Source: an optimization exercise on an open RTL-to-GDS flow (aim: small area). Production flows keep margins and buffers that such runs may drop. In this exercise RTL edits were held to simulation tests only and were not proved equivalent to the original. The flow treats the clock pin as an ideal source, which a real chip does not have. No activity file was given, so power comes from the tool's default toggle rates.

Design pmem_line_responder, start of the top module:
module pmem_line_responder
#(
  parameter int LINES         = 16,
  parameter int READ_LATENCY  = 8,
  parameter int WRITE_LATENCY = 8
) (
  input  logic        clk,
  input  logic        reset,
  input  logic        pmem_read,
  input  logic        pmem_write,
  input  lc3b_types::lc3b_word    pmem_address,
  input  lc3b_types::lc3b_32bytes pmem_wdata,
  output logic        pmem_resp,
  output lc3b_types::lc3b_32bytes pmem_rdata,
  output logic        protocol_error
);
==> flow/config.mk <==
export PLATFORM = sky130hd
export DESIGN_NAME = pmem_line_responder
export DESIGN_NICKNAME = pmem_line_responder
export VERILOG_FILES = /design/flow/design.v
export SDC_FILE = /design/flow/constraint.sdc
export NUM_CORES = 4
export LEC_CHECK = 0
export CAP_MARGIN = 20
export CORE_MARGIN = 2
export CORE_UTILIZATION = 60
export CTS_CLUSTER_DIAMETER = 100
export CTS_CLUSTER_SIZE = 30
export SLEW_MARGIN = 20
export SYNTH_HIERARCHICAL = 1
export SYNTH_MINIMUM_KEEP_SIZE = 0
==> flow/constraint.sdc <==
create_clock -name core_clock -period 10.0 [get_ports {clk}]
set_input_delay 2.0000 -clock core_clock [delete_from_list [all_inputs] [get_ports {clk}]]
set_output_delay 2.0000 -clock core_clock [all_outputs]
set_load 0.01 [all_outputs]
standard.sh (not shown) runs the stock make flow with config.mk's settings and CLKGATE_MAP_FILE= SYNTH_SCRIPT=/design/flow/synth_recipe.tcl, a recipe that flattens the netlist after the stock synthesis.
==> flow/flow/run.sh <==
#!/bin/bash
# Standard ORFS layout (the standard.sh, unchanged synthesis and steps), except:
# - the port buffers are the smallest buffer cell instead of the one buffer_ports picks;
# - clock tree synthesis uses clkbuf_16 for the root and trunk, clkbuf_8 for the leaf
#   clusters, no dummy loads, and a post-CTS step that upsizes any leaf buffer whose
#   flip-flop clock-pin slew estimate is too high (flow/upsize_clk.tcl).
set -euo pipefail
here=$(pwd)
export BUFFER_PORTS_ARGS="-buffer_cell sky130_fd_sc_hd__buf_1"
export CTS_ARGS="-sink_clustering_enable -repair_clock_nets -buf_list \"sky130_fd_sc_hd__clkbuf_8 sky130_fd_sc_hd__clkbuf_16\" -root_buf sky130_fd_sc_hd__clkbuf_16 -tree_buf sky130_fd_sc_hd__clkbuf_16 -sink_clustering_buffer sky130_fd_sc_hd__clkbuf_8 -sink_clustering_size 23 -sink_clustering_max_diameter 60 -dont_use_dummy_load"
export POST_CTS_TCL="$here/flow/upsize_clk.tcl"
export CLK_LEAF_SLEW=0.115
bash standard.sh > standard.log 2>&1
==> flow/flow/upsize_clk.tcl <==
# After clock tree synthesis: upsize each leaf clock buffer whose estimated slew at its
# flip-flop clock pins is above CLK_LEAF_SLEW (ns) to the next larger clock buffer, then
# legalize the placement again.
estimate_parasitics -placement
set upsized 0
foreach inst [get_cells clkbuf_leaf_*] {
  if {[get_property $inst ref_name] != "sky130_fd_sc_hd__clkbuf_8"} {
    continue
  }
  set worst 0
  foreach p [get_pins -of_objects [get_nets -of_objects [get_pins [get_full_name $inst]/X]]] {
    if {[get_property $p direction] == "input"} {
      set s [get_property $p slew_max]
      if {$s > $worst} {
        set worst $s
      }
    }
  }
  if {$worst > $::env(CLK_LEAF_SLEW)} {
    replace_cell $inst sky130_fd_sc_hd__clkbuf_16
    incr upsized
  }
}
puts "upsized $upsized leaf clock buffers"
detailed_placement
check_placement -verbose
estimate_parasitics -placement
The first run went through all stages and came out clean.
Next try:
==> flow/flow/run.sh (replaced) <==
#!/bin/bash
# Standard ORFS layout (the standard.sh, unchanged synthesis and steps), except that the
# port buffers are the smallest buffer cell instead of the one buffer_ports picks by itself,
# and clock tree synthesis uses larger sink clusters without dummy loads.
set -euo pipefail
export BUFFER_PORTS_ARGS="-buffer_cell sky130_fd_sc_hd__buf_1"
export CTS_ARGS="-sink_clustering_enable -repair_clock_nets -sink_clustering_size 34 -sink_clustering_max_diameter 80 -dont_use_dummy_load"
bash standard.sh > standard.log 2>&1
--- a/flow/config.mk
+++ b/flow/config.mk
@@ -9,3 +9,3 @@
 export CORE_MARGIN = 2
-export CORE_UTILIZATION = 60
+export CORE_UTILIZATION = 75
 export CTS_CLUSTER_DIAMETER = 100
removed: flow/flow/upsize_clk.tcl
What happened:
- The changed run finished with timing, DRC and antenna clean
- non-clock buffer count shrinks by 7
- synthesized cell count stays the same
- sequential share of layout area grows by 1.6 points
- setup slack is better by 0.13 ns
- die area drops by 20%
- clock power drops by 14%
- final cell count goes down by 6.6%
- worst hold slack gains 0.013 ns
- area after synthesis stays the same
Next try:
--- a/flow/flow/run.sh
+++ b/flow/flow/run.sh
@@ -6,3 +6,3 @@
 export BUFFER_PORTS_ARGS="-buffer_cell sky130_fd_sc_hd__buf_1"
-export CTS_ARGS="-sink_clustering_enable -repair_clock_nets -sink_clustering_size 34 -sink_clustering_max_diameter 80 -dont_use_dummy_load"
+export CTS_ARGS="-sink_clustering_enable -repair_clock_nets -buf_list sky130_fd_sc_hd__clkbuf_8 -sink_clustering_size 20 -sink_clustering_max_diameter 50 -dont_use_dummy_load"
 bash standard.sh > standard.log 2>&1
--- a/flow/config.mk
+++ b/flow/config.mk
@@ -9,3 +9,3 @@
 export CORE_MARGIN = 2
-export CORE_UTILIZATION = 75
+export CORE_UTILIZATION = 60
 export CTS_CLUSTER_DIAMETER = 100
Worst setup slack improved by 0.037 ns.
Combinational power drops by about 0.5%.
Worst hold slack got worse by 0.056 ns.
Fmax climbs by 0.76%.
Final cell count climbs by 8.0%.
Via count climbs by 1.0%.
Die area climbs by 25%.
Count of clock-buffer cells in the layout climbs by 135.
Register-to-register slack got worse by 0.10 ns.
Synthesized area does not change.
Next try:
--- a/flow/flow/run.sh
+++ b/flow/flow/run.sh
@@ -6,3 +6,3 @@
 export BUFFER_PORTS_ARGS="-buffer_cell sky130_fd_sc_hd__buf_1"
-export CTS_ARGS="-sink_clustering_enable -repair_clock_nets -buf_list sky130_fd_sc_hd__clkbuf_8 -sink_clustering_size 20 -sink_clustering_max_diameter 50 -dont_use_dummy_load"
+export CTS_ARGS="-sink_clustering_enable -repair_clock_nets -sink_clustering_size 36 -sink_clustering_max_diameter 70 -dont_use_dummy_load"
 bash standard.sh > standard.log 2>&1
--- a/flow/config.mk
+++ b/flow/config.mk
@@ -9,3 +9,3 @@
 export CORE_MARGIN = 2
-export CORE_UTILIZATION = 60
+export CORE_UTILIZATION = 80
 export CTS_CLUSTER_DIAMETER = 100
The changed run went through all stages and came out clean.
Die area went down by 25%.
Design area fell by 1.1%.
Setup slack loses 0.35 ns.
Hold slack gets better by 0.035 ns.
Maximum frequency goes down by 6.8%.
Next try:
--- a/flow/flow/run.sh
+++ b/flow/flow/run.sh
@@ -6,3 +6,3 @@
 export BUFFER_PORTS_ARGS="-buffer_cell sky130_fd_sc_hd__buf_1"
-export CTS_ARGS="-sink_clustering_enable -repair_clock_nets -sink_clustering_size 36 -sink_clustering_max_diameter 70 -dont_use_dummy_load"
+export CTS_ARGS="-sink_clustering_enable -repair_clock_nets -buf_list \"sky130_fd_sc_hd__clkbuf_8 sky130_fd_sc_hd__clkbuf_16\" -root_buf sky130_fd_sc_hd__clkbuf_16 -tree_buf sky130_fd_sc_hd__clkbuf_16 -sink_clustering_buffer sky130_fd_sc_hd__clkbuf_8 -sink_clustering_size 21 -sink_clustering_max_diameter 50 -dont_use_dummy_load"
 bash standard.sh > standard.log 2>&1
--- a/flow/config.mk
+++ b/flow/config.mk
@@ -9,3 +9,3 @@
 export CORE_MARGIN = 2
-export CORE_UTILIZATION = 80
+export CORE_UTILIZATION = 60
 export CTS_CLUSTER_DIAMETER = 100
Result:
- clock skew fell by 0.0038 ns
- cell area climbs by about 1.5%
- combinational power barely changes
- global-route usage drops by 6.8 points
- total power came out higher by about 1.5%
- die area rises by about 33%
- clock power climbs by about 7%
- routed wire length went down by 2.8%
- count of clock-buffer cells in the layout came out higher by 131
Next try:
==> flow/flow/run.sh (replaced) <==
#!/bin/bash
# Standard ORFS layout (the standard.sh, unchanged synthesis and steps), except that the
# port buffers are the smallest buffer cell instead of the one buffer_ports picks by itself,
# and clock tree synthesis uses larger sink clusters without dummy loads.
set -euo pipefail
export BUFFER_PORTS_ARGS="-buffer_cell sky130_fd_sc_hd__buf_1"
export CTS_ARGS="-sink_clustering_enable -repair_clock_nets -sink_clustering_size 38 -sink_clustering_max_diameter 70 -dont_use_dummy_load"
bash standard.sh > standard.log 2>&1
--- a/flow/config.mk
+++ b/flow/config.mk
@@ -9,3 +9,3 @@
 export CORE_MARGIN = 2
-export CORE_UTILIZATION = 60
+export CORE_UTILIZATION = 80
 export CTS_CLUSTER_DIAMETER = 100
Worst setup slack gets worse by 0.31 ns. Core utilization came out higher by 20 points. Cell area is lower slightly. Die area goes down by a quarter to a third. Total power drops slightly. Synthesized area stays the same. Clock power is lower by a few percent. Sequential share of layout area climbs by 1.2 points. Clock-buffer cell count shrinks by 131. Fmax went down by a few percent.

separate check: timing with driven ports:
In the flow no input, the clock included, has a driving cell. The finished layouts below were timed again as built, in two steps. Step 1 assumes that a clkbuf_16 drives the clock port and a buf_2 every other input. Step 2 also shifts input and output timing later by t, the mid clock arrival at the registers, as if the neighbouring blocks saw the same clock. a / b / c = ideal / step 1 / step 2; a / b = the first two.
run | t, ns | setup slack, ns | worst data-port slew with drivers (ns)
the first run | 0.904 | 4.951 / 4.995 / 4.091 | 0.17
the second run | 0.875 | 5.081 / 5.008 / 4.132 | 0.17
the third run | 1.079 | 5.118 / 5.161 / 4.082 | 0.17
the fourth run | 0.855 | 4.764 / 4.817 / 3.963 | 0.17
the fifth run | 0.944 | 4.997 / 5.040 / 4.096 | 0.18
the sixth run | 0.855 | 4.691 / 4.738 / 3.883 | 0.17
After both steps every run listed still meets setup and hold. For the third run, which loses most, drivers alone change the setup slack by +0.043 ns; drivers and shift together by -1.036 ns.
